This is an optimization exercise on Yosys and OpenROAD, whose aim is small area and a short achievable clock period, not a production implementation.
In this exercise RTL edits were held to simulation tests only and were not proved equivalent to the original.

// md_unit
module md_unit #(
    parameter int MUL_LAT = 5,
    parameter int DIV_LAT = 10
) (
    input  logic        clk,
    input  logic        resetn,
    input  logic        start,
    input  logic        valid,
    input  logic [2:0]  op,
    input  logic [31:0] A,
    input  logic [31:0] B,
    output logic        busy,
    output logic [31:0] HI,
    output logic [31:0] LO
);
For scale: roughly 2,600 cells after synthesis, about 170 flip-flops, about 140 I/O pins, roughly 20,000 sq um of cells after synthesis.
Settings: LEC_CHECK=0, ABC_AREA=1, CAP_MARGIN=60, CORE_MARGIN=2, CORE_UTILIZATION=65, PLACE_DENSITY=0.75, SLEW_MARGIN=60, BUFFER_PORTS_ARGS=-buffer_cell sky130_fd_sc_hd__buf_1, CTS_ARGS=-sink_clustering_enable -repair_clock_nets -dont_use_dummy_load; clock period 110.0 ns.
standard.sh (not shown) runs the stock make flow with config.mk's settings and CLKGATE_MAP_FILE= SYNTH_SCRIPT=/design/flow/synth_recipe.tcl, a recipe that flattens the netlist after the stock synthesis.
==> flow/flow/run.sh <==
#!/bin/bash
set -euo pipefail
cat >> config.mk <<'EOF'
export BUFFER_PORTS_ARGS = -buffer_cell sky130_fd_sc_hd__buf_1
export CTS_ARGS = -sink_clustering_enable -repair_clock_nets -dont_use_dummy_load
EOF
bash standard.sh > standard.log 2>&1
Change:
--- a/flow/design.v
+++ b/flow/design.v
@@ -18,14 +18,15 @@
     logic        isdiv_q;    
     logic        sgn_q;      
     logic        first_q;    
     logic        last_q;     
     logic        ybit_q;     
     logic        negq_q;     
     logic        negr_q;     
+    logic        q31_q, q30_q;  
     logic        sb_q;       
     logic [31:0] hi_q, lo_q;
     logic [31:0] m_q;        
     logic [31:0] sh_q;       
     logic [34:0] acc_q;      
     logic fire, last;
     assign fire = start & valid & ~busy_q;
@@ -86,43 +87,37 @@
         neg = dig[2] & ~(dig[1] & dig[0]);
         pp  = ((x1 & {35{one}}) | (x2 & {35{two}})) ^ {35{neg}};
         brow = rca35(acc, pp, neg);
     endfunction
     logic [34:0] macc [0:4];
     logic [31:0] msh  [0:4];
     logic        myb  [0:4];
-    logic [35:0] mfix;
-    always_comb begin
-        macc[0] = acc_q;
+    logic [32:0] mnext;
+    always_comb begin
+        macc[0] = {{3{acc_q[32]}}, acc_q[28:0], acc_q[31:29]};
         msh[0]  = sh_q;
         myb[0]  = ybit_q;
-        mfix    = '0;
         for (int k = 0; k < 4; k++) begin
             logic [35:0] s;
-            logic [2:0]  dig;
-            dig = {msh[k][1:0], myb[k]};
-            if (k == 0 && last_q)
-                dig = {2'b00, ~sgn_q & ybit_q};
-            s         = brow(macc[k], dig, mx, mx2);
-            if (k == 0)
-                mfix = s;
+            s         = brow(macc[k], {msh[k][1:0], myb[k]}, mx, mx2);
             macc[k+1] = {{2{s[34]}}, s[34:2]};
             msh[k+1]  = {s[1:0], msh[k][31:2]};
             myb[k+1]  = msh[k][1];
         end
     end
+    assign mnext = macc[4][32:0];
     logic        sa, sb;
     logic [31:0] absa;
     logic [32:0] dneg;       
     logic        dcin;
     assign sa   = sgn_q & sh_q[31];
     assign sb   = sb_q;
-    assign absa = cneg(sh_q, sa);
+    assign absa = cneg(sh_q, sa & first_q);    
     assign dneg = {1'b1, m_q};
-    assign dcin = ~sb;
+    assign dcin = isdiv_q & ~sb;
     logic top1, dz, d1, d2, d3;
     assign top1 = &m_q[31:2];
     assign dz = top1 & ~sb & (m_q[1:0] == 2'd3);
     assign d1 = top1 & (m_q[1:0] == (sb ? 2'd3 : 2'd2));
     assign d2 = top1 & (m_q[1:0] == (sb ? 2'd2 : 2'd1));
     assign d3 = top1 & (m_q[1:0] == (sb ? 2'd1 : 2'd0));
     logic       q31, q30;
@@ -136,38 +131,35 @@
         r2  = dz ? rr2 : d1 ? (rr2 - 2'd1) & {2{q30}} | rr2 & {2{~q30}} :
               d2 ? (q30 ? rr2 - 2'd2 : rr2) : d3 ? (q30 ? 2'd0 : rr2) : rr2;
     end
     logic [31:0] drem [0:3];
     logic [2:0]  dq;
     logic [2:0]  dbit;
     assign drem[0] = acc_q[31:0] | {30'd0, r2 & {2{first_q}}};
-    assign dbit    = first_q ? absa[29:27] : sh_q[31:29];
+    assign dbit    = isdiv_q ? absa[29:27] : acc_q[31:29];
     always_comb begin
         for (int k = 0; k < 3; k++) begin
             logic [32:0] rr;
             logic [33:0] t;
             logic [36:0] cy;
+            logic        sel;
             rr        = {drem[k], dbit[2-k]};
             cy        = bk_carry({3'd0, rr & dneg}, {3'd0, rr ^ dneg}, dcin);
             t         = {cy[33], rr ^ dneg ^ cy[32:0]};
+            sel       = isdiv_q ? t[33] : (k == 2) & ~sgn_q & ybit_q;
             dq[2-k]   = t[33];
-            drem[k+1] = t[33] ? t[31:0] : rr[31:0];
+            drem[k+1] = sel ? t[31:0] : rr[31:0];
         end
     end
     logic [31:0] quo;
-    assign quo = {sh_q[28:0], dq};
+    assign quo = {q31_q, q30_q, sh_q[26:0], dq};
     logic [31:0] res_hi, res_lo;
     always_comb begin
-        if (isdiv_q) begin
-            res_hi = cneg(drem[3], negr_q);
-            res_lo = cneg(quo, negq_q);
-        end else begin
-            res_hi = mfix[31:0];
-            res_lo = sh_q;
-        end
+        res_hi = cneg(drem[3], negr_q);
+        res_lo = isdiv_q ? cneg(quo, negq_q) : sh_q;
     end
     always_ff @(posedge clk or negedge resetn) begin
         if (!resetn) begin
             busy_q <= 1'b0;
             hi_q   <= '0;
             lo_q   <= '0;
         end else begin
@@ -199,23 +191,25 @@
             ybit_q  <= 1'b0;
         end else begin
             cnt_q   <= cnt_q - 4'd1;
             first_q <= 1'b0;
             last_q  <= (cnt_q == 4'd1);
             if (first_q) begin
                 negq_q <= (sa ^ sb) & ~dz;
-                negr_q <= sa;
+                negr_q <= sa & isdiv_q;
+                q31_q  <= q31;
+                q30_q  <= q30;
             end
             if (!isdiv_q) begin
-                acc_q  <= macc[4];
+                acc_q  <= {{2{mnext[32]}}, mnext[32], mnext[2:0], mnext[31:3]};
                 sh_q   <= msh[4];
                 ybit_q <= myb[4];
             end else begin
                 acc_q <= {3'd0, drem[3]};
-                sh_q  <= first_q ? {absa[26:0], q31, q30, dq} : {sh_q[28:0], dq};
+                sh_q  <= {absa[28:0], dq};
             end
         end
     end
     assign busy = busy_q;
     assign HI   = hi_q;
     assign LO   = lo_q;
 endmodule
=>
- The changed run completed without violations
- setup slack gets worse by 0.36 ns
- wire length came out lower by about 8%
- synthesized cell count came out lower by 2.7%
- utilization came out lower by 0.36 points
- critical path depth does not change


Setup of P:
md_unit, a different RTL version from the one above (not shown whole).
For scale: about 2500 cells after synthesis, about 170 flip-flops, about 140 I/O pins, roughly 0.020 mm^2 of cells after synthesis.
export LEC_CHECK = 0
export ABC_AREA = 1
export CAP_MARGIN = 60
export CORE_MARGIN = 2
export CORE_UTILIZATION = 65
export PLACE_DENSITY = 0.75
export SLEW_MARGIN = 60
export BUFFER_PORTS_ARGS = -inputs -buffer_cell sky130_fd_sc_hd__buf_2
export PRE_GLOBAL_PLACE_TCL = /design/flow/flow/outbuf.tcl
export CTS_ARGS = -sink_clustering_enable -repair_clock_nets -dont_use_dummy_load
create_clock -name core_clock -period 110.0 [get_ports {clk}]
==> flow/flow/run.sh <==
#!/bin/bash
set -euo pipefail
here=$(pwd)
cat >> config.mk <<EOF
export BUFFER_PORTS_ARGS = -inputs -buffer_cell sky130_fd_sc_hd__buf_2
export PRE_GLOBAL_PLACE_TCL = $here/flow/outbuf.tcl
export CTS_ARGS = -sink_clustering_enable -repair_clock_nets -dont_use_dummy_load
EOF
bash standard.sh > standard.log 2>&1
==> flow/flow/outbuf.tcl <==
buffer_ports -outputs -buffer_cell sky130_fd_sc_hd__buf_1
For Q, these inputs were changed with respect to P:
-- flow/design.v --
<<< P, line 23
    logic        negq_q;     
    logic        negr_q;     
    logic        sb_q;       
    logic [31:0] hi_q, lo_q;
>>> Q, line 23
    logic        negq_q;     
    logic        negr_q;     
    logic        q31_q, q30_q;  
    logic        sb_q;       
    logic [31:0] hi_q, lo_q;
<<< P, line 111
    assign sa   = sgn_q & sh_q[31];
    assign sb   = sb_q;
    assign absa = cneg(sh_q, sa);
    assign dneg = {1'b1, m_q};
    assign dcin = isdiv_q & ~sb;
>>> Q, line 112
    assign sa   = sgn_q & sh_q[31];
    assign sb   = sb_q;
    assign absa = cneg(sh_q, sa & first_q);    
    assign dneg = {1'b1, m_q};
    assign dcin = isdiv_q & ~sb;
<<< P, line 135
    logic [2:0]  dbit;
    assign drem[0] = acc_q[31:0] | {30'd0, r2 & {2{first_q}}};
    assign dbit    = !isdiv_q ? acc_q[31:29] : first_q ? absa[29:27] : sh_q[31:29];
    always_comb begin
        for (int k = 0; k < 3; k++) begin
>>> Q, line 136
    logic [2:0]  dbit;
    assign drem[0] = acc_q[31:0] | {30'd0, r2 & {2{first_q}}};
    assign dbit    = isdiv_q ? absa[29:27] : acc_q[31:29];
    always_comb begin
        for (int k = 0; k < 3; k++) begin
<<< P, line 151
    end
    logic [31:0] quo;
    assign quo = {sh_q[28:0], dq};
    logic [31:0] res_hi, res_lo;
    always_comb begin
>>> Q, line 152
    end
    logic [31:0] quo;
    assign quo = {q31_q, q30_q, sh_q[26:0], dq};
    logic [31:0] res_hi, res_lo;
    always_comb begin
<<< P, line 196
                negq_q <= (sa ^ sb) & ~dz;
                negr_q <= sa & isdiv_q;
            end
            if (!isdiv_q) begin
>>> Q, line 197
                negq_q <= (sa ^ sb) & ~dz;
                negr_q <= sa & isdiv_q;
                q31_q  <= q31;
                q30_q  <= q30;
            end
            if (!isdiv_q) begin
<<< P, line 203
            end else begin
                acc_q <= {3'd0, drem[3]};
                sh_q  <= first_q ? {absa[26:0], q31, q30, dq} : {sh_q[28:0], dq};
            end
        end
>>> Q, line 206
            end else begin
                acc_q <= {3'd0, drem[3]};
                sh_q  <= {absa[28:0], dq};
            end
        end
--- outcome ---
Comparing P and Q, the lower aggregate routed wire length is on P.
P and Q ended up with roughly the same fraction of synthesized area in multiplexers.
From P to Q the numbers moved as follows: final area saw a decrease; area after synthesis saw a decrease; relative area change from synthesis to final layout saw an increase; area share of buffers outside the clock network saw little to no change.
Re sequential share of layout area: P and Q aren't equal, and the lower value belongs to P.
Per the comparison of Q with P, final hold slack now sits lower; fraction of the core area covered by cells at the end of the flow now sits higher; worst setup slack before clock tree synthesis now sits higher.
In the tables for P and Q, met1 wire length reads higher with Q.
As far as number of clock buffers in the layout goes, P and Q are indistinguishable; the numbers are identical.
Looking at launching element of the worst setup path, the op[1] result is from P; the hi_q[29]$_DFFE_PN0P_ one comes from Q.
The highest layer used for signal routing comes out met5 in one run and met4 in the other, namely in Q and P respectively.

==> what the ideal ports hide <==
The results above use ideal ports. As a check the final layouts listed here were re-extracted and re-timed, cells and wires unchanged. Step 1 assumes that a clkbuf_16 drives the clock port and a buf_2 every other input. Step 2 also shifts input and output timing later by t, the mid clock arrival at the registers, as if the neighbouring blocks saw the same clock. Slacks: ideal ports / drivers / drivers and shift; pairs: ideal ports / drivers.
| run | t, ns | slack for setup (ns) | hold WS [ns] | worst data-port slew with drivers (ns) | cell pins on the clock port's net |
|---|---|---|---|---|---|
| the first run of note 1 | 0.510 | 86.780 / 86.817 / 86.307 | 0.435 / 0.435 / 0.435 | 0.06 | 1 |
| the second run of note 1 | 0.495 | 86.424 / 86.454 / 85.959 | 0.454 / 0.454 / 0.454 | 0.05 | 1 |
| P | 0.512 | 86.717 / 86.750 / 86.239 | 0.457 / 0.457 / 0.457 | 0.04 | 1 |
| Q | 0.508 | 86.978 / 86.922 / 86.510 | 0.448 / 0.448 / 0.448 | 0.04 | 1 |
After both steps setup and hold are still met in every run listed. The setup slack of P, which loses most, moves by +0.033 ns with the drivers and by -0.478 ns with both steps.
